From an optimization exercise on the open Yosys and OpenROAD flow, aimed at small area and a short achievable clock period; shortcuts taken in it are not production practice.
At most, simulation tests tie the RTL to the original design; equivalence was not proved.
The RTL of runs 2 and 3 was laid out without a check of its function.
No activity file was given, so power comes from the tool's default toggle rates.

==> flow/design.v <==
module main_memory_responder #(
  parameter int LATENCY = 2,
  parameter int TAG_W   = 8,
  parameter int IDX_W   = 2,
  parameter int DATA_W  = 3
) (
  input  logic                            clock,
  input  logic                            reset,
  input  logic                            req,
  input  logic [2:0]                      req_addr,
  input  logic [TAG_W-1:0]                req_tag,
  output logic [TAG_W+DATA_W-1:0]         resp_line,
  output logic                            resp_valid,
  output logic                            busy,
  input  logic                            wb_valid,
  input  logic [IDX_W+TAG_W+DATA_W-1:0]   wb_line,
  output logic                            wb_ack,
  output logic [7:0]                      rd_count,
  output logic [7:0]                      wb_count
);
  localparam int AW    = TAG_W + IDX_W;
  localparam int DEPTH = 1 << AW;
  localparam int GB    = 4;               
  localparam int NG    = 1 << GB;         
  localparam int LB    = AW - GB;         
  localparam int GS    = 1 << LB;         
  logic [IDX_W-1:0]  wb_idx;
  logic [TAG_W-1:0]  wb_tag;
  logic [DATA_W-1:0] wb_data;
  logic [AW-1:0]     wb_addr;
  assign wb_idx  = wb_line[DATA_W+TAG_W +: IDX_W];
  assign wb_tag  = wb_line[DATA_W +: TAG_W];
  assign wb_data = wb_line[DATA_W-1:0];
  assign wb_addr = {wb_tag, wb_idx};
  logic              wq_valid;
  logic [AW-1:0]     wq_addr;
  logic [DATA_W-1:0] wq_data;
  always_ff @(posedge clock) begin
    wq_valid <= wb_valid;
    wq_addr  <= wb_addr;
    wq_data  <= wb_data;
  end
  logic [DATA_W-1:0] mem_q [DEPTH];
  always_ff @(posedge clock) begin
    if (wq_valid) mem_q[wq_addr] <= wq_data;
  end
  logic busy_q, w1_q, w2_q, resp_q, drain_q;
  logic [AW-1:0]           cap_addr_q;
  logic [TAG_W+DATA_W-1:0] resp_line_q;
  logic                    wb_ack_q;
  logic [7:0]              rd_count_q, wb_count_q;
  always_ff @(posedge clock) begin
    if (!busy_q) cap_addr_q <= {req_tag, req_addr[IDX_W-1:0]};
  end
  logic              hit_wb, hit_wq;
  logic [DATA_W-1:0] part_q [NG];
  logic              f1_q;
  logic [DATA_W-1:0] f1_data_q;
  logic [DATA_W-1:0] rd_data;
  assign hit_wb = wb_valid && (wb_addr == cap_addr_q);
  assign hit_wq = wq_valid && (wq_addr == cap_addr_q);
  always_ff @(posedge clock) begin
    for (int g = 0; g < NG; g++)
      part_q[g] <= mem_q[{4'(g), cap_addr_q[LB-1:0]}];
    f1_q      <= hit_wb || hit_wq;
    f1_data_q <= hit_wb ? wb_data : wq_data;
  end
  always_comb begin
    rd_data = part_q[cap_addr_q[AW-1:LB]];
    if (f1_q)   rd_data = f1_data_q;
    if (hit_wb) rd_data = wb_data;
  end
  always_ff @(posedge clock or posedge reset) begin
    if (reset) begin
      busy_q      <= 1'b0;
      w1_q        <= 1'b0;
      w2_q        <= 1'b0;
      resp_q      <= 1'b0;
      drain_q     <= 1'b0;
      resp_line_q <= '0;
      wb_ack_q    <= 1'b0;
      rd_count_q  <= '0;
      wb_count_q  <= '0;
    end else begin
      busy_q      <= w1_q || w2_q || (req && !drain_q);
      w1_q        <= !busy_q && req;
      w2_q        <= w1_q && req;
      resp_q      <= req && (w2_q || resp_q);
      drain_q     <= (w1_q || w2_q) && !req;
      if (!req)      resp_line_q <= '0;
      else if (w2_q) resp_line_q <= {cap_addr_q[AW-1:IDX_W], rd_data};
      if (req && w2_q) rd_count_q <= rd_count_q + 8'd1;
      wb_ack_q    <= wb_valid;
      if (wb_valid) wb_count_q <= wb_count_q + 8'd1;
    end
  end
  assign resp_line  = resp_line_q;
  assign resp_valid = resp_q;
  assign busy       = busy_q;
  assign wb_ack     = wb_ack_q;
  assign rd_count   = rd_count_q;
  assign wb_count   = wb_count_q;
endmodule
==> flow/run.sh <==
#!/bin/bash
# synth_recipe.tcl (not shown) runs the flow's synth.tcl, then flattens the netlist and writes it again
# the make line also repeats each setting of config.mk as NAME=value (left out here)
make -C /OpenROAD-flow-scripts/flow DESIGN_CONFIG=/design/flow/config.mk WORK_HOME=/design/flow/orfs CLKGATE_MAP_FILE= SYNTH_SCRIPT=/design/flow/synth_recipe.tcl finish
==> flow/config.mk <==
export PLATFORM = sky130hd
export DESIGN_NAME = main_memory_responder
export DESIGN_NICKNAME = main_memory_responder
export VERILOG_FILES = /design/flow/design.v
export SDC_FILE = /design/flow/constraint.sdc
export NUM_CORES = 4
export LEC_CHECK = 0
export CAP_MARGIN = 20
export CORE_MARGIN = 2
export CORE_UTILIZATION = 45
export SLEW_MARGIN = 20
==> flow/constraint.sdc <==
create_clock -name core_clock -period 5.2 [get_ports {clock}]
set_input_delay 1.0400 -clock core_clock [delete_from_list [all_inputs] [get_ports {clock}]]
set_output_delay 1.0400 -clock core_clock [all_outputs]
set_load 0.01 [all_outputs]
==> reports/metrics.cfg, run 1 <==
[status]
status=complete, no violations

[die]
die_x_um=533
initial_core_util_pct=45.1
ioPinCount=58
die_area_um2=284000
core_area_um2=279000
dieHeight_um=533
floorplan.rows=194

[synth]
yosys.area_share.adder_pct=0.0199
synth-compound-area-share_pct=1.93
yosysTopAreaCellShare_pct=73.6
ys.flop_type=edfxtp_1
synth_top_family_by_area=multiplexers
yosys.cell_types.count=52
ys_seq_area_share_pct=75.3
yosys.area.top_type=edfxtp_1
synth_cells=6499
ys_seq_elements=3181
synth_area_um2=126000
yosys.area_share.simple_pct=4.37
async_reset_ff_share_pct=1.04
synth_xor_area_share_pct=0.237
synth_mux_area_share_pct=16.4
syn_avg_cell_area_um2=19.4
synthesis.nets=6529
synth-edff-count=3082
ys_top_cells_by_area=edfxtp_1 74%, mux4_2 14%, nor2_1 3.3%
ys_warn_count=2

[worst_setup_path]
crit_type=register to register
start_kind=register
critPathCaptureType=register
worst-r2r-cell-count=5
worst_ep_arrival_time_ps=4120
worstPathRequired_ps=5790
path_max_fanout=21

[timing]
setup_ws_ps=1670
setup_viol_count_final=0
relSlewSlack_pct=18.2
max_freq_ghz=0.283
period_share_pct=67.9
setup_tns_ps=0
drv_slew=0
hold_slack_ps=422
hold_viol=0
fin_skew_ps=56.3
period_minus_slack_ps=3530
rsz0062_at_grt=no
tightest_slew_ps=1230

[routing]
num_vias=63035
viasPerCell=5.96
drt_iter0_markers=7967
routedWlPerCell_um=30.9
routed_wl_um=327000
final_antenna_net_count=0
drc_errors=0
firstDrtPassIters=5

[cts]
post-cts-setup-buffers=0
clock_sinks=3181
clockRootBuffer=clkbuf_16
hold_buffers=0
htree_levels=5
tritoncts=done
post_cts_resized=0
clkTransAtPathRegs_ps=60
numCtsBuffers=332
clk_latency_ps=930
clk_path_buf_depth=4

[power_and_ir_drop]
switchingPower_w=0.0125
powerDensity_nw_per_um2=393
p_comb_share_pct=6.6
seqPwrFrac_pct=51.1
ir_worst_vdd_mv=0.244
leakagePower_nw=43.6
intPower_w=0.0432
switching_share_pct=22.4
clockPowerShare_pct=42.3

[grt]
gr-usage-all-layers_pct=22.8
grt_pass1_vias=64212
grt_pass1_wl_um=468000
gr-total-overflow=0
grt_antenna_before_repair=24
grt_max_degree=205

[hold_path]
hp-class=register to register
hold_depth=1

[job]
cap_violations=0

[place]
io_buffers=56
place.gp.congestion=0.814
dp_slack_ps=1600
place_inst=9970
dp_hpwl_um=189000

[finish]
stdcell_count=10583
syn2layout_area_growth_pct=12.9
final_util_pct=51.0
nNetsFinal=6611
n_fill_cell=22203
drive_gt1_share_pct=22.7

## placed cells by master (no fill, tap or decap), types with 7 or more instances in the layout
cell,instances
a22oi_1,107
nand2_1,108
inv_16,8
mux2i_1,229
a22o_1,7
a2111oi_0,7
clkbuf_1,68
clkbuf_16,335
buf_12,39
edfxtp_1,3082
clkbuf_8,14
o22ai_1,50
xnor2_1,29
clkinv_2,65
o21ai_0,22
nor2_1,1099
nand3_1,16
clkdlybuf4s50_1,56
inv_1,9
dfrtp_1,33
a21oi_1,70
bufinv_16,27
mux2_2,23
nand3_4,28
nand4_1,8
mux4_2,803
a31oi_1,9
clkinv_1,61
nor2b_1,53
buf_4,141
a211oi_1,54
dfxtp_1,62
clkinvlp_4,10
## critical path: stages (launching register included)
cell	delay, ps
dfxtp_1	540
nand2_1	90
nor2_1	800
nand3_4	890
buf_4	550
nor2_1	290
## cells in the mapped netlist, types with 23 or more instances
cell type,instances
a21oi_1,70
buf_4,28
a211oi_1,54
buf_2,99
mux4_2,803
a22oi_1,107
edfxtp_1,3082
buf_1,83
xnor2_1,29
nor2b_1,59
clkbuf_1,269
dfrtp_1,33
mux2_2,23
nor2_1,1103
dfxtp_1,66
mux2i_1,229
nand2_1,115
o22ai_1,50
nand3_1,44
## kinds of logic after synthesis
family,Yosys count
AO/OA/AOI/OAI,356
XOR/XNOR,34
adder cells (fa/ha/maj),2
buffers and inverters,502
flip-flops,3181
multiplexers,1055
AND/OR/NAND/NOR,1369
## worst paths after layout
| kind | start | endpoint | slack [ps] |
|---|---|---|---|
| worst max-delay path | wq_addr[3] | mem_q[719][0] | 1670 |
| min in group asynchronous | reset | resp_line_q[5] | 630 |
| max in group asynchronous | reset | w2_q | 4010 |
| worst min register to register | drain_q | busy_q | 420 |
| worst min-delay path | drain_q | busy_q | 420 |
| worst max register to register | wq_addr[3] | mem_q[719][0] | 1670 |
## power groups by stage
stage | Sequential (W) | Combinational (W) | Clock (W)
final | 0.0285 | 0.00370 | 0.0235
after floorplan | 0.0292 | 0.00221 | 0
after CTS | 0.0285 | 0.00374 | 0.0239
after global placement | 0.0290 | 0.00369 | 0
after global routing | 0.0285 | 0.00392 | 0.0248
after detailed placement | 0.0290 | 0.00374 | 0
## sequential cells by signal, summed over array words and instances (netlist names)
register and cells:
drain_q 1, cap_addr_q 10, resp_line_q 11, wq_data 3, f1_q 1, resp_q 1, rd_count_q 8, wb_count_q 8
wq_valid 1, busy_q 1, wq_addr 10, w2_q 1, f1_data_q 3, wb_ack_q 1, mem_q 3072, part_q 48
w1_q 1
## metrics by stage
stage               cell area (um^2)  power (W)
global route                  142000     0.0572
floorplan                     126000     0.0314
global placement              131000     0.0327
detailed placement            131000     0.0327
CTS                           142000     0.0561
finish                        142000     0.0557
## final cells by class
| cell class | instances | area, um^2 | share of cell area [%] |
|---|---|---|---|
| Antenna cell | 2 | 5.00 | 0.00352 |
| Inverter | 11 | 48.8 | 0.0344 |
| Tap cell | 3724 | 4660 | 3.28 |
| Clock buffer | 417 | 8830 | 6.22 |
| Clock inverter | 193 | 1950 | 1.37 |
| Timing Repair Buffer | 239 | 2440 | 1.72 |
| Multi-Input combinational cell | 2816 | 29300 | 20.7 |
| Sequential cell | 3181 | 94700 | 66.7 |
## per-layer routing
layer	track usage (%)	vias up	share of wire, %
met5	0	-	0.0040
met4	7.54	2	3.4
met3	3.34	534	7.5
met2	37.4	2677	49
met1	31.6	33534	40
li1	-	26288	-
==> inputs of run 2 (changes only) <==
--- a/flow/design.v
+++ b/flow/design.v
@@ -25,3 +25,4 @@
   localparam int LB    = AW - GB;         
-  localparam int GS    = 1 << LB;         
+  localparam int CB    = AW / 2;          
+  localparam int RB    = AW - CB;         
   logic [IDX_W-1:0]  wb_idx;
@@ -30,2 +31,3 @@
   logic [AW-1:0]     wb_addr;
+  logic [AW-1:0]     rq_addr;
   assign wb_idx  = wb_line[DATA_W+TAG_W +: IDX_W];
@@ -34,13 +36,17 @@
   assign wb_addr = {wb_tag, wb_idx};
-  logic              wq_valid;
-  logic [AW-1:0]     wq_addr;
-  logic [DATA_W-1:0] wq_data;
+  assign rq_addr = {req_tag, req_addr[IDX_W-1:0]};
+  logic [(1<<RB)-1:0] wq_row;
+  logic [(1<<CB)-1:0] wq_col;
+  logic [DATA_W-1:0]  wq_data;
   always_ff @(posedge clock) begin
-    wq_valid <= wb_valid;
-    wq_addr  <= wb_addr;
-    wq_data  <= wb_data;
+    for (int r = 0; r < (1 << RB); r++)
+      wq_row[r] <= wb_valid && (wb_addr[AW-1:CB] == RB'(r));
+    for (int c = 0; c < (1 << CB); c++)
+      wq_col[c] <= (wb_addr[CB-1:0] == CB'(c));
+    wq_data <= wb_data;
   end
-  logic [DATA_W-1:0] mem_q [DEPTH];
+  logic [DATA_W*DEPTH-1:0] mem_q;
   always_ff @(posedge clock) begin
-    if (wq_valid) mem_q[wq_addr] <= wq_data;
+    for (int a = 0; a < DEPTH; a++)
+      if (wq_row[a >> CB] && wq_col[a % (1 << CB)]) mem_q[DATA_W*a +: DATA_W] <= wq_data;
   end
@@ -48,2 +54,4 @@
   logic [AW-1:0]           cap_addr_q;
+  logic                    cap_hit_q;
+  logic [DATA_W-1:0]       cap_data_q;
   logic [TAG_W+DATA_W-1:0] resp_line_q;
@@ -52,5 +60,9 @@
   always_ff @(posedge clock) begin
-    if (!busy_q) cap_addr_q <= {req_tag, req_addr[IDX_W-1:0]};
+    if (!busy_q) begin
+      cap_addr_q <= rq_addr;
+      cap_hit_q  <= wb_valid && (wb_addr == rq_addr);
+      cap_data_q <= wb_data;
+    end
   end
-  logic              hit_wb, hit_wq;
+  logic              hit_wb;
   logic [DATA_W-1:0] part_q [NG];
@@ -60,8 +72,7 @@
   assign hit_wb = wb_valid && (wb_addr == cap_addr_q);
-  assign hit_wq = wq_valid && (wq_addr == cap_addr_q);
   always_ff @(posedge clock) begin
     for (int g = 0; g < NG; g++)
-      part_q[g] <= mem_q[{4'(g), cap_addr_q[LB-1:0]}];
-    f1_q      <= hit_wb || hit_wq;
-    f1_data_q <= hit_wb ? wb_data : wq_data;
+      part_q[g] <= mem_q[DATA_W*{GB'(g), cap_addr_q[LB-1:0]} +: DATA_W];
+    f1_q      <= hit_wb || cap_hit_q;
+    f1_data_q <= hit_wb ? wb_data : cap_data_q;
   end
--- a/flow/config.mk
+++ b/flow/config.mk
@@ -10,2 +10,3 @@
 export CORE_UTILIZATION = 45
+export SETUP_SLACK_MARGIN = 2.7
 export SLEW_MARGIN = 20
==> run 2 against run 1 <==
Still clean on timing, DRC and antenna. Final area rose by 5.1%. Clock-buffer cell count rose by 27. Power rose by 3.7%. Sequential share of layout area fell by 2.3 points. Via count rose by 1.7%. Synthesized cell count fell by 2.4%. First-iteration DRC count rose by 2.1%. Register-to-register slack improved by 820 ps. Sequential cell count rose by 57. Critical endpoint is now part_q[5][1]. Largest cell class unchanged. Largest power group unchanged.
==> reports/metrics.cfg, run 2 <==
[status]
status=complete, no violations

[synth]
async_reset_ff_share_pct=1.02
yosys-top-cells-count=3086 x edfxtp_1, 1028 x and2_1, 875 x mux4_2
ys_seq_elements=3238
synth_area_um2=129000
ys_warn_count=2
yosys.area.top_type=edfxtp_1
synthesis.nets=6375
yosysTopAreaCellShare_pct=71.9
ys_seq_area_share_pct=74.4
syn_avg_cell_area_um2=20.3
ys_top_cells_by_area=edfxtp_1 72%, mux4_2 15%, and2_1 5.0%
synth_cells=6345
ys.flop_type=edfxtp_1
yosysMostFrequentCell=edfxtp_1
synth-edff-count=3086
yosys.cell_types.count=50

[place]
io_buffers=56
dp_slack_ps=1330
place.gp.congestion=0.858
dp_hpwl_um=183000

[timing]
fin_skew_ps=61.7
max_freq_ghz=0.370
hold_slack_ps=452
drv_slew=0
hold_viol=0
setup_tns_ps=0
rsz0062_at_grt=yes
period_minus_slack_ps=2710
setup_viol_count_final=0
relSlewSlack_pct=14.5
period_share_pct=52.0
setup_ws_ps=2490
tightest_slew_ps=1280

[routing]
drt_iter0_markers=8137
drc_errors=0
viasPerCell=6.00
firstDrtPassIters=5
routedWlPerCell_um=32.4
routed_wl_um=346000
num_vias=64118
final_antenna_net_count=0

[die]
core_area_um2=285000
floorplan.rows=196
die_x_um=539
initial_core_util_pct=45.2
die_area_um2=291000
dieHeight_um=539
ioPinCount=58

[finish]
largest_register_ffs=3072
final_cell_mix=3086 x edfxtp_1, 1028 x and2_1, 875 x mux4_2, 380 x clkbuf_16, 144 x nor2_1
mostFrequentLayoutCell=edfxtp_1
n_fill_cell=22077
regMostFlops=mem_q
syn2layout_area_growth_pct=15.7
nNetsFinal=6615
reg_top3=mem_q (3072), part_q (48)
drive_gt1_share_pct=27.5

[job]
cap_violations=0

[cts]
clock_sinks=3238
clkTransAtPathRegs_ps=60
tritoncts=done
clockRootBuffer=clkbuf_16
htree_levels=5
clk_latency_ps=900
clk_path_buf_depth=4
numCtsBuffers=339

[worst_setup_path]
crit_type=register to register
start_kind=register
path_max_fanout=11
critPathCaptureType=register
worstPathRequired_ps=5920
worst_ep_arrival_time_ps=3430

[grt]
gr-total-overflow=0
gr-usage-all-layers_pct=23.4
grt_pass1_vias=65593
grt_pass1_wl_um=488000
grt_antenna_before_repair=46
grt_max_degree=221

[hold_path]
hp-class=register to register

[power_and_ir_drop]
ir_worst_vdd_mv=0.300
p_total_w=0.0578
leakagePower_nw=48.0
powerDensity_nw_per_um2=388

[run 2: changes by cell type after synthesis, sizes merged, moves of 31 or more]
cell and delta:
nor2b -46, o22ai +32, clkbuf +42, mux4 +72
and2 +1021, nand2 -89, mux2i -88, dfxtp +53
nor2 -954, buf -63, o221ai +31, a22oi -97
[run 2: metrics by stage]
stage               instances  utilization [%]  instance area [um^2]
finish                  10684             52.4                149000
global route            10627             52.3                149000
CTS                     10539             51.7                147000
detailed placement       9823             47.0                134000
global placement         9823             47.0                134000
floorplan                6345                -                129000
[run 2: cell type report]
| type | count | area (um^2) | share of cell area (%) |
|---|---|---|---|
| tap | 3762 | 4710 | 3.16 |
| multi-input combinational | 2626 | 31600 | 21.2 |
| antenna | 70 | 175 | 0.117 |
| clock buffer | 444 | 9230 | 6.19 |
| clock inverter | 164 | 1870 | 1.25 |
| timing repair inverter | 2 | 20.0 | 0.0134 |
| sequential | 3238 | 96000 | 64.4 |
| timing repair buffer | 366 | 5480 | 3.67 |
| inverter | 12 | 71.3 | 0.0478 |
[run 2: worst max-delay path, stage by stage (launching register included)]
cell and delay (ps):
edfxtp_1 390, buf_6 180, buf_16 180, buf_16 180
mux4_2 520, mux2_2 270, nand2_1 60, o21ai_0 170
mux4_2 510
[run 2: cell families after synthesis]
group           after synthesis  synth area share [%]
flops                      3238                  74.4
simple gates               1290                  5.93
mux                        1048                  16.7
buf+inv                     482                  1.54
compound gates              251                  1.26
xor+xnor                     34                 0.231
fa+ha+maj                     2                0.0194
[run 2: report_power, final]
group | switching (W) | internal (W)
Clock | 0.00997 | 0.0144
Combinational | 0.00245 | 0.00199
Sequential | 0.000310 | 0.0287
[run 2: repair_timing]
item | in CTS | in global routing
pin swaps | 2 | 26
buffers inserted | 67 | 40
gates cloned | 41 | 34
endpoints found under the setup margin | 89 | 74
hold buffers | 0 | 0
gates resized for setup | 275 | 114
[run 2: routing by layer]
metal | vias up | wire (um) | global-route usage (%)
met2 | 3023 | 172000 | 38.6
met1 | 34309 | 134000 | 31.7
met5 | - | 34 | 0
met3 | 562 | 28300 | 3.72
li1 | 26220 | - | -
met4 | 4 | 12100 | 8.12
[run 2: final timing paths]
kind / start / end / slack (ps) / cells after the start
max: cap_addr_q[0] / part_q[5][1] / 2490 / 8
max in group asynchronous: reset / resp_line_q[6] / 4260 / 3
min: drain_q / busy_q / 450 / 1
max reg2reg: cap_addr_q[0] / part_q[5][1] / 2490 / 8
min reg2reg: drain_q / busy_q / 450 / 1
min in group asynchronous: reset / wb_ack_q / 560 / 3
==> inputs of run 3 (changes only) <==
--- a/flow/config.mk
+++ b/flow/config.mk
@@ -9,3 +9,6 @@
 export CORE_MARGIN = 2
-export CORE_UTILIZATION = 45
+export CORE_UTILIZATION = 65
+export CTS_CLUSTER_DIAMETER = 60
+export CTS_CLUSTER_SIZE = 30
+export PLACE_DENSITY = 0.75
 export SETUP_SLACK_MARGIN = 2.7
==> run 3 against run 2 <==
Highest routed layer unchanged. Final area is 4.5% lower. Still clean. First-iteration DRC count rose by 21%. Worst setup slack improved by 18 ps.
==> reports/metrics.cfg, run 3 <==
[power_and_ir_drop]
switching_share_pct=23.8
ir_worst_vdd_mv=0.374
clockPowerShare_pct=33.2
seqPwrFrac_pct=58.1
powerDensity_nw_per_um2=350
intPower_w=0.0380
p_comb_share_pct=8.6
switchingPower_w=0.0119
leakagePower_nw=45.5

[place]
place.gp.congestion=0.864
io_buffers=56
dp_hpwl_um=166000

[die]
floorplan.rows=163
core_area_um2=197000
dieHeight_um=449
die_x_um=449
initial_core_util_pct=65.4
ioPinCount=58
die_area_um2=202000

[synth]
ys_top_cells_by_area=edfxtp_1 72%, mux4_2 15%, and2_1 5.0%
ys_seq_area_share_pct=74.4
yosys.cell_types.count=50
yosys.area.top_type=edfxtp_1
synth_cells=6345
synth_area_um2=129000
syn_avg_cell_area_um2=20.3
yosys-top-cells-count=3086 x edfxtp_1, 1028 x and2_1, 875 x mux4_2
ys.flop_type=edfxtp_1
yosysMostFrequentCell=edfxtp_1
async_reset_ff_share_pct=1.02
yosysTopAreaCellShare_pct=71.9
synth-edff-count=3086
synthesis.nets=6375
ys_warn_count=2
ys_seq_elements=3238

[finish]
mostFrequentLayoutCell=edfxtp_1
syn2layout_area_growth_pct=10.5
final_cell_mix=3086 x edfxtp_1, 1027 x and2_1, 875 x mux4_2, 205 x clkbuf_16, 144 x nor2_1
drive_gt1_share_pct=25.4
final_util_pct=72.2
n_fill_cell=11189
largest_register_ffs=3072
nNetsFinal=6430
regMostFlops=mem_q
reg_top3=mem_q (3072), part_q (48)

[grt]
grt_antenna_before_repair=35
grt_pass1_wl_um=455000
gr-usage-all-layers_pct=31.8
gr-total-overflow=0
grt_max_degree=247
grt_pass1_vias=63845

[timing]
max_freq_ghz=0.372
setup_tns_ps=0
setup_viol_count_final=0
relSlewSlack_pct=17.0
period_share_pct=51.7
period_minus_slack_ps=2690
hold_viol=0
drv_slew=0
tightest_slew_ps=1240
rsz0062_at_grt=yes
fin_skew_ps=44.0

[routing]
num_vias=63971
drc_errors=0
drt_iter0_markers=9843
routed_wl_um=322000
firstDrtPassIters=6
routedWlPerCell_um=34.8
final_antenna_net_count=0
viasPerCell=6.91

[cts]
tritoncts=done
clkTransAtPathRegs_ps=100
clockRootBuffer=clkbuf_16
numCtsBuffers=173
clk_latency_ps=870
clock_sinks=3238
clk_path_buf_depth=3
htree_levels=4

[hold_path]
hold_start=drain_q
hold_depth=1
hp-class=register to register
hold_end=busy_q

[worst_setup_path]
critPathCaptureType=register
worst_ep_arrival_time_ps=3450
reg2reg_setup_slack_ps=2510
worstPathRequired_ps=5960
reg2reg_from=cap_addr_q[0]
path_max_fanout=10
worst-r2r-cell-count=8
r2r-end=part_q[7][1]
crit_type=register to register
start_kind=register

[job]
cap_violations=0

[status]
status=complete, no violations

run 3: how the worst max path moves through the flow:
stage          depth (start not counted)  slack (ps)     startpoint       endpoint
3_3_place_gp                           4        1430       wb_valid   f1_data_q[0]
6_report                               8        2510  cap_addr_q[0]   part_q[7][1]
2_1_floorplan                          0         180     wq_data[0]       mem_q[0]
3_5_place_dp                           4        1390       wb_valid   f1_data_q[0]
5_1_grt                                9        2480  cap_addr_q[0]  part_q[13][0]
4_1_cts                                6        2490  cap_addr_q[2]  part_q[14][0]
run 3: per-stage QoR:
stage | std cells | total power, W | cell area, um^2 | hold slack [ps] | setup slack (ps)
after floorplan | 6345 | 0.0318 | 129000 | 400 | 183
after global placement | 8680 | 0.0330 | 132000 | 414 | 1430
after CTS | 9119 | 0.0496 | 141000 | 437 | 2490
after detailed placement | 8680 | 0.0331 | 132000 | 422 | 1390
after global routing | 9196 | 0.0510 | 142000 | 494 | 2480
final | 9255 | 0.0498 | 142000 | 432 | 2510
run 3: cell type report:
class	instances	area [um^2]	share of cell area [%]
antenna	64	160	0.112
clock inverter	127	1710	1.20
timing repair inverter	1	8.76	0.00615
multi-input combinational	2625	31400	22.1
sequential	3238	96000	67.4
timing repair buffer	349	5110	3.59
inverter	12	61.3	0.0430
clock buffer	199	4660	3.27
tap	2640	3300	2.32
run 3: layer usage:
layer  vias to the layer above  share of wire [%]  global-route usage [%]
met5                         -              0.011                       0
met4                         6                4.4                    13.9
met3                       705                 11                    5.28
met2                      4213                 50                    51.8
met1                     33347                 34                    43.2
li1                      25700                  -                       -
run 3: kinds of logic (layout without fill, tap and decap cells):
group,Yosys count,after routing,share of synthesized area [%]
AO/OA/AOI/OAI,251,251,1.26
XOR/XNOR,34,34,0.231
adder cells (fa/ha/maj),2,2,0.0194
buffers and inverters,482,688,1.54
flip-flops,3238,3238,74.4
multiplexers,1048,1048,16.7
other,0,64,0
AND/OR/NAND/NOR,1290,1290,5.93
run 3: power groups by stage:
stage                     clock (W)  sequential [W]  combinational [W]
after floorplan                   0          0.0296            0.00217
after global placement            0          0.0296            0.00344
after detailed placement          0          0.0296            0.00350
after CTS                    0.0166          0.0289            0.00403
after global routing         0.0175          0.0290            0.00446
final                        0.0166          0.0290            0.00430
run 3: timing repair:
action / 4_1_cts / 5_1_grt
cloned: 44 / 25
buffers inserted: 69 / 46
hold endpoints to repair: 0 / 0
resized for setup: 259 / 64
setup endpoints to repair: 85 / 67
hold buffers: 0 / 0
pin swaps: 7 / 13
run 3: critical path: stages (launching register included):
cell and delay [ps]:
edfxtp_1 440, buf_12 180, buf_12 160, buf_16 170, bufbuf_16 310, mux4_2 520, mux4_2 530, o22ai_1 190
nor2_1 60
==> inputs of run 4 (changes only) <==
--- a/flow/design.v
+++ b/flow/design.v
@@ -37,4 +37,4 @@
   assign rq_addr = {req_tag, req_addr[IDX_W-1:0]};
-  logic [(1<<RB)-1:0] wq_row;
-  logic [(1<<CB)-1:0] wq_col;
+  logic [(1<<RB)-1:0] wq_row_n;    
+  logic [(1<<CB)-1:0] wq_col_n;    
   logic [DATA_W-1:0]  wq_data;
@@ -42,5 +42,5 @@
     for (int r = 0; r < (1 << RB); r++)
-      wq_row[r] <= wb_valid && (wb_addr[AW-1:CB] == RB'(r));
+      wq_row_n[r] <= !(wb_valid && (wb_addr[AW-1:CB] == RB'(r)));
     for (int c = 0; c < (1 << CB); c++)
-      wq_col[c] <= (wb_addr[CB-1:0] == CB'(c));
+      wq_col_n[c] <= (wb_addr[CB-1:0] != CB'(c));
     wq_data <= wb_data;
@@ -50,3 +50,3 @@
     for (int a = 0; a < DEPTH; a++)
-      if (wq_row[a >> CB] && wq_col[a % (1 << CB)]) mem_q[DATA_W*a +: DATA_W] <= wq_data;
+      if (!(wq_row_n[a >> CB] || wq_col_n[a % (1 << CB)])) mem_q[DATA_W*a +: DATA_W] <= wq_data;
   end
@@ -66,3 +66,14 @@
   end
+  logic [7:0] sela_q, selb_q;
+  always_ff @(posedge clock) begin
+    if (!busy_q) begin
+      for (int i = 0; i < 8; i++) begin
+        sela_q[i] <= (rq_addr[2:0] == 3'(i));
+        selb_q[i] <= (rq_addr[5:3] == 3'(i));
+      end
+    end
+  end
   logic              hit_wb;
+  logic [DATA_W-1:0] lvla [DEPTH/8];
+  logic [DATA_W-1:0] lvlb [NG];
   logic [DATA_W-1:0] part_q [NG];
@@ -72,5 +83,16 @@
   assign hit_wb = wb_valid && (wb_addr == cap_addr_q);
+  always_comb begin
+    for (int j = 0; j < DEPTH/8; j++) begin
+      lvla[j] = '0;
+      for (int i = 0; i < 8; i++)
+        lvla[j] = lvla[j] | (mem_q[DATA_W*(8*j+i) +: DATA_W] & {DATA_W{sela_q[i]}});
+    end
+    for (int g = 0; g < NG; g++) begin
+      lvlb[g] = '0;
+      for (int i = 0; i < 8; i++)
+        lvlb[g] = lvlb[g] | (lvla[8*g+i] & {DATA_W{selb_q[i]}});
+    end
+  end
   always_ff @(posedge clock) begin
-    for (int g = 0; g < NG; g++)
-      part_q[g] <= mem_q[DATA_W*{GB'(g), cap_addr_q[LB-1:0]} +: DATA_W];
+    for (int g = 0; g < NG; g++) part_q[g] <= lvlb[g];
     f1_q      <= hit_wb || cap_hit_q;
--- a/flow/config.mk
+++ b/flow/config.mk
@@ -9,7 +9,6 @@
 export CORE_MARGIN = 2
-export CORE_UTILIZATION = 65
+export CORE_UTILIZATION = 55
 export CTS_CLUSTER_DIAMETER = 60
 export CTS_CLUSTER_SIZE = 30
-export PLACE_DENSITY = 0.75
-export SETUP_SLACK_MARGIN = 2.7
+export SETUP_SLACK_MARGIN = 3.0
 export SLEW_MARGIN = 20
==> run 4 against run 3 <==
First-iteration DRC count is 14% higher. Maximum frequency grew 3.5%. Clock-buffer cell count shrank 8. Power decreased by 0.25%. Register-to-register slack improved by 320 ps. Worst setup slack improved by 92 ps. Clock power barely moved. Core utilization fell by 11 points. Final cell count increased by 11%. Synthesized area is 6.8% lower. Worst hold slack worse by 1.2 ps. Via count grew 12%. Critical path type is now register to primary output.
==> reports/metrics.cfg, run 4 <==
[routing]
num_vias=71482
routed_wl_um=363000
drc_errors=0
viasPerCell=6.99
routedWlPerCell_um=35.5
drt_iter0_markers=11250
final_antenna_net_count=0
firstDrtPassIters=6

[synth]
ys_top_cells_by_area=edfxtp_1 78%, a22oi_1 11%, nor2_1 3.3%
async_reset_ff_share_pct=1.01
yosys.area.top_type=edfxtp_1
synthesis.nets=7363
ys.flop_type=edfxtp_1
ys_seq_elements=3254
synth-edff-count=3102
yosysTopAreaCellShare_pct=77.6
yosys-top-cells-count=3102 x edfxtp_1, 1733 x a22oi_1, 1055 x nor2_1
syn_avg_cell_area_um2=16.4
synth_cells=7333
yosys.cell_types.count=52
yosysMostFrequentCell=edfxtp_1
ys_seq_area_share_pct=80.2
synth_area_um2=120000
ys_warn_count=4

[cts]
clkTransAtPathRegs_ps=110
clk_latency_ps=890
tritoncts=done
numCtsBuffers=177
clockRootBuffer=clkbuf_16
htree_levels=4
clock_sinks=3254
clk_path_buf_depth=3

[worst_setup_path]
cp_slowest_cell=dfrtp_2
worstPathRequired_ps=4160
slowest_delay_ps=510
start_kind=register
worst-path-stages=1
critPathTopFamily=flip-flops
worst_ep_arrival_time_ps=1560
critPathCaptureType=primary output
worst-r2r-cell-count=6
path_cells=buf_6
crit_type=register to primary output
path_buf_inv=1
path_max_fanout=2

[die]
die_area_um2=222000
die_x_um=471
floorplan.rows=171
ioPinCount=58
initial_core_util_pct=55.3
core_area_um2=217000
dieHeight_um=471

[timing]
fin_skew_ps=45.6
setup_viol_count_final=0
setup_tns_ps=0
setup_ws_ps=2600
rsz0062_at_grt=yes
relSlewSlack_pct=20.4
hold_viol=0
tightest_slew_ps=1190
period_share_pct=49.9
drv_slew=0
period_minus_slack_ps=2600
max_freq_ghz=0.385

[grt]
gr-usage-all-layers_pct=31.1
grt_pass1_wl_um=498000
grt_max_degree=215
grt_pass1_vias=68557
gr-total-overflow=0
grt_antenna_before_repair=24

[status]
status=complete, no violations

[power_and_ir_drop]
leakagePower_nw=40.2
p_total_w=0.0497
powerDensity_nw_per_um2=375
ir_worst_vdd_mv=0.308

[finish]
nNetsFinal=7244
drive_gt1_share_pct=11.0
final_cell_mix=3102 x edfxtp_1, 1605 x a22oi_1, 1054 x nor2_1, 439 x nand4_1, 201 x clkbuf_16
largest_register_ffs=3072
mostFrequentLayoutCell=edfxtp_1
regMostFlops=mem_q
reg_top3=mem_q (3072), part_q (48)
syn2layout_area_growth_pct=10.4

[hold_path]
hp-class=register to register
hold_depth=1

[place]
dp_hpwl_um=182000
dp_slack_ps=1720
place.gp.congestion=0.834
io_buffers=56

[job]
cap_violations=0

## run 4: final timing paths
kind                                      from            end  slack, ps
worst max-delay path            resp_line_q[1]   resp_line[1]       2600
worst min-delay path                   drain_q         busy_q        430
worst max register to register       sela_q[0]   part_q[8][2]       2830
worst min register to register         drain_q         busy_q        430
max in group asynchronous                reset         busy_q       4220
min in group asynchronous                reset  rd_count_q[0]        590
## run 4: what timing repair did
action / in CTS / in global routing
gates cloned: 10 / 23
resized for setup: 183 / 161
hold buffers: 0 / 0
endpoints found under the setup margin: 85 / 278
pin swaps: 12 / 42
setup buffers: 60 / 16
## run 4: routing by layer
layer  global-route usage [%]  routed length, um  vias to the layer above
met2                     47.1             166000                     4263
li1                         -                  -                    29305
met1                     46.6             144000                    37424
met4                     8.09               9400                        4
met5                        0                 22                        -
met3                     6.14              43700                      486
## run 4: final cells by class
class / instances / area (um^2)
Antenna cell: 6 / 15.0
Clock inverter: 143 / 1960
Timing Repair Buffer: 307 / 3780
Clock buffer: 191 / 4590
Tap cell: 2854 / 3570
Sequential cell: 3254 / 96500
Inverter: 7 / 26.3
Fill cell: 15879 / 84600
Multi-Input combinational cell: 3467 / 22100
## run 4: cells by family after synthesis
group / after synthesis / synth area share (%)
XOR/XNOR: 34 / 0.270
buffers and inverters: 612 / 1.97
flip-flops: 3254 / 80.2
AND/OR/NAND/NOR: 1637 / 6.21
adder cells (fa/ha/maj): 2 / 0.0208
AO/OA/AOI/OAI: 1774 / 11.1
multiplexers: 20 / 0.204
## run 4: through the flow
step	instance area [um^2]	std cells	hold slack (ps)	utilization, %
after global routing	133000	10227	452	61.0
final	133000	10229	431	61.0
after detailed placement	124000	9780	427	56.9
after CTS	131000	10184	436	60.4
after floorplan	120000	7333	400	-
after global placement	124000	9779	416	56.9
## run 4: power by group
group | switching, W | leakage, nW | internal [W]
logic | 0.00269 | 7.70 | 0.00113
clock network | 0.00948 | 3.16 | 0.00747
registers | 0.000194 | 29.3 | 0.0287
total | 0.0124 | 40.2 | 0.0373
==> inputs of run 5 (changes only) <==
--- a/flow/config.mk
+++ b/flow/config.mk
@@ -9,6 +9,4 @@
 export CORE_MARGIN = 2
-export CORE_UTILIZATION = 55
-export CTS_CLUSTER_DIAMETER = 60
-export CTS_CLUSTER_SIZE = 30
-export SETUP_SLACK_MARGIN = 3.0
+export CORE_UTILIZATION = 45
+export SETUP_SLACK_MARGIN = 2.9
 export SLEW_MARGIN = 20
==> run 5 against run 4 <==
Still clean on timing, DRC and antenna. Via count is 0.39% lower. First-iteration DRC count down 15%. Wire length down 3.9%. Clock skew increased by 7.0 ps.
==> reports/metrics.cfg, run 5 <==
[status]
status=complete, no violations

[job]
cap_violations=0

[cts]
numCtsBuffers=333
clk_path_buf_depth=4
tritoncts=done
htree_levels=5
hold_buffers=0
clk_latency_ps=940
clockRootBuffer=clkbuf_16
clkTransAtPathRegs_ps=60
clock_sinks=3254

[timing]
max_freq_ghz=0.400
relSlewSlack_pct=17.5
setup_viol_count_final=0
period_minus_slack_ps=2500
fin_skew_ps=52.5
hold_viol=0
tightest_slew_ps=1240
setup_tns_ps=0
rsz0062_at_grt=yes
drv_slew=0
period_share_pct=48.1

[routing]
num_vias=71204
viasPerCell=6.41
routed_wl_um=349000
routedWlPerCell_um=31.4
drc_errors=0
final_antenna_net_count=0
firstDrtPassIters=6
drt_iter0_markers=9610

[die]
initial_core_util_pct=45.3
die_x_um=521
core_area_um2=265000
ioPinCount=58
die_area_um2=271000
dieHeight_um=521
floorplan.rows=189

[hold_path]
hp-class=register to register
hold_depth=1
hold_start=drain_q
hold_end=busy_q

[synth]
syn_avg_cell_area_um2=16.4
ys_seq_area_share_pct=80.2
yosys.area.top_type=edfxtp_1
synth_cells=7333
synthesis.nets=7363
ys_seq_elements=3254
ys.flop_type=edfxtp_1
async_reset_ff_share_pct=1.01
synth-edff-count=3102
ys_top_cells_by_area=edfxtp_1 78%, a22oi_1 11%, nor2_1 3.3%
yosys-top-cells-count=3102 x edfxtp_1, 1733 x a22oi_1, 1055 x nor2_1
yosysTopAreaCellShare_pct=77.6
ys_warn_count=4
yosysMostFrequentCell=edfxtp_1
yosys.cell_types.count=52
synth_area_um2=120000

[worst_setup_path]
crit_type=register to primary output
path_cells=buf_2
critPathTopFamily=flip-flops
r2r-end=part_q[5][0]
worstPathRequired_ps=4160
worst-r2r-cell-count=5
slowest_delay_ps=390
reg2reg_from=sela_q[7]
start_kind=register
path_max_fanout=2
path_buf_inv=1
critPathCaptureType=primary output
reg2reg_setup_slack_ps=2790
cp_slowest_cell=dfrtp_1
worst_ep_arrival_time_ps=1460

[power_and_ir_drop]
powerDensity_nw_per_um2=411
leakagePower_nw=41.5
ir_worst_vdd_mv=0.245

[grt]
gr-total-overflow=0
gr-usage-all-layers_pct=25.3
grt_max_degree=203
grt_pass1_wl_um=501000
grt_antenna_before_repair=15
grt_pass1_vias=70854

[finish]
final_cell_mix=3102 x edfxtp_1, 1729 x a22oi_1, 1055 x nor2_1, 439 x nand4_1, 341 x clkbuf_16
final_util_pct=51.1
nNetsFinal=7347
largest_register_ffs=3072
reg_top3=mem_q (3072), part_q (48)
drive_gt1_share_pct=10.2
mostFrequentLayoutCell=edfxtp_1
syn2layout_area_growth_pct=12.8
regMostFlops=mem_q
final_area_um2=136000

[place]
place_area_um2=124000
dp_hpwl_um=178000
io_buffers=56
place.gp.congestion=0.835

-- run 5: area by class of cell --
type                            count  area, um^2
Antenna cell                        7        17.5
Clock buffer                      414        9000
Clock inverter                    174        1540
Fill cell                       21640      130000
Inverter                            7        26.3
Multi-Input combinational cell   3467       21400
Sequential cell                  3254       96500
Tap cell                         3533        4420
Timing Repair Buffer              254        2610
-- run 5: how the worst max path moves through the flow --
stage | start | to | slack, ps | cells after the start
after floorplan | wq_data[0] | mem_q[0] | 180 | 0
after global placement | wb_line[8] | resp_line_q[0] | 1940 | 6
after detailed placement | wb_line[8] | f1_data_q[0] | 1960 | 5
after CTS | resp_line_q[1] | resp_line[1] | 2630 | 1
after global routing | rd_count_q[0] | rd_count[0] | 2650 | 1
final | resp_line_q[6] | resp_line[6] | 2700 | 1
-- run 5: metrics by stage --
step	total power [W]	hold slack (ps)	instances	worst slack [ps]
after global routing	0.0570	459	11105	2650
after detailed placement	0.0327	426	10460	1960
after CTS	0.0558	434	11095	2630
final	0.0557	434	11110	2700
after floorplan	0.0313	400	7333	183
after global placement	0.0327	410	10460	1940
-- run 5: cells by family after synthesis --
| group | count (synthesis) | synth area share [%] |
|---|---|---|
| flops | 3254 | 80.2 |
| fa+ha+maj | 2 | 0.0208 |
| simple gates | 1637 | 6.21 |
| buf+inv | 612 | 1.97 |
| mux | 20 | 0.204 |
| compound gates | 1774 | 11.1 |
| xor+xnor | 34 | 0.270 |
-- run 5: what timing repair did --
| action | in CTS | in global routing |
|---|---|---|
| gates resized for setup | 127 | 11 |
| endpoints found under the hold margin | 0 | 0 |
| gates cloned | 1 | 1 |
| buffers inserted | 46 | 7 |
| setup endpoints to repair | 84 | 42 |
-- run 5: layer usage --
layer	GRT usage [%]	share of wire (%)
met4	10.0	4.3
met2	39.8	47
met3	4.26	9.5
met1	35.2	40
met5	0	0
-- run 5: power breakdown --
| group | internal [W] | total, W | switching (W) |
|---|---|---|---|
| Clock | 0.0135 | 0.0233 | 0.00980 |
| Sequential | 0.0288 | 0.0290 | 0.000193 |
| Combinational | 0.000954 | 0.00337 | 0.00241 |

## separate check: timing with driven ports
The results above use ideal ports. As a check the final layouts listed here were re-extracted and re-timed, cells and wires unchanged. Step 1, drivers: a clkbuf_16 drives clock and a buf_2 each remaining input, both assumed. Step 2 moves the port delays by t, midway between the first and last clock arrival at a register: inputs arrive t later, outputs are due t later. That takes back most of the time a late clock gives input paths. Three values: ideal, step 1, step 2; two values: the first two.
run | t, ns | setup WS [ns] | clock arrival spread, ns | pins driven straight from the clock port
run 1 | 0.998 | 1.670 / 1.670 / 1.573 | 0.057 / 0.057 | 1
run 2 | 0.959 | 2.494 / 2.494 / 1.871 | 0.065 / 0.065 | 1
run 3 | 0.943 | 2.513 / 2.513 / 1.940 | 0.055 / 0.056 | 1
run 4 | 0.964 | 2.604 / 2.513 / 1.888 | 0.048 / 0.047 | 1
run 5 | 1.019 | 2.697 / 2.595 / 1.804 | 0.059 / 0.059 | 1
After both steps setup and hold are still met in every run listed. For run 5, which loses most, drivers alone change the setup slack by -0.102 ns; drivers and shift together by -0.893 ns.
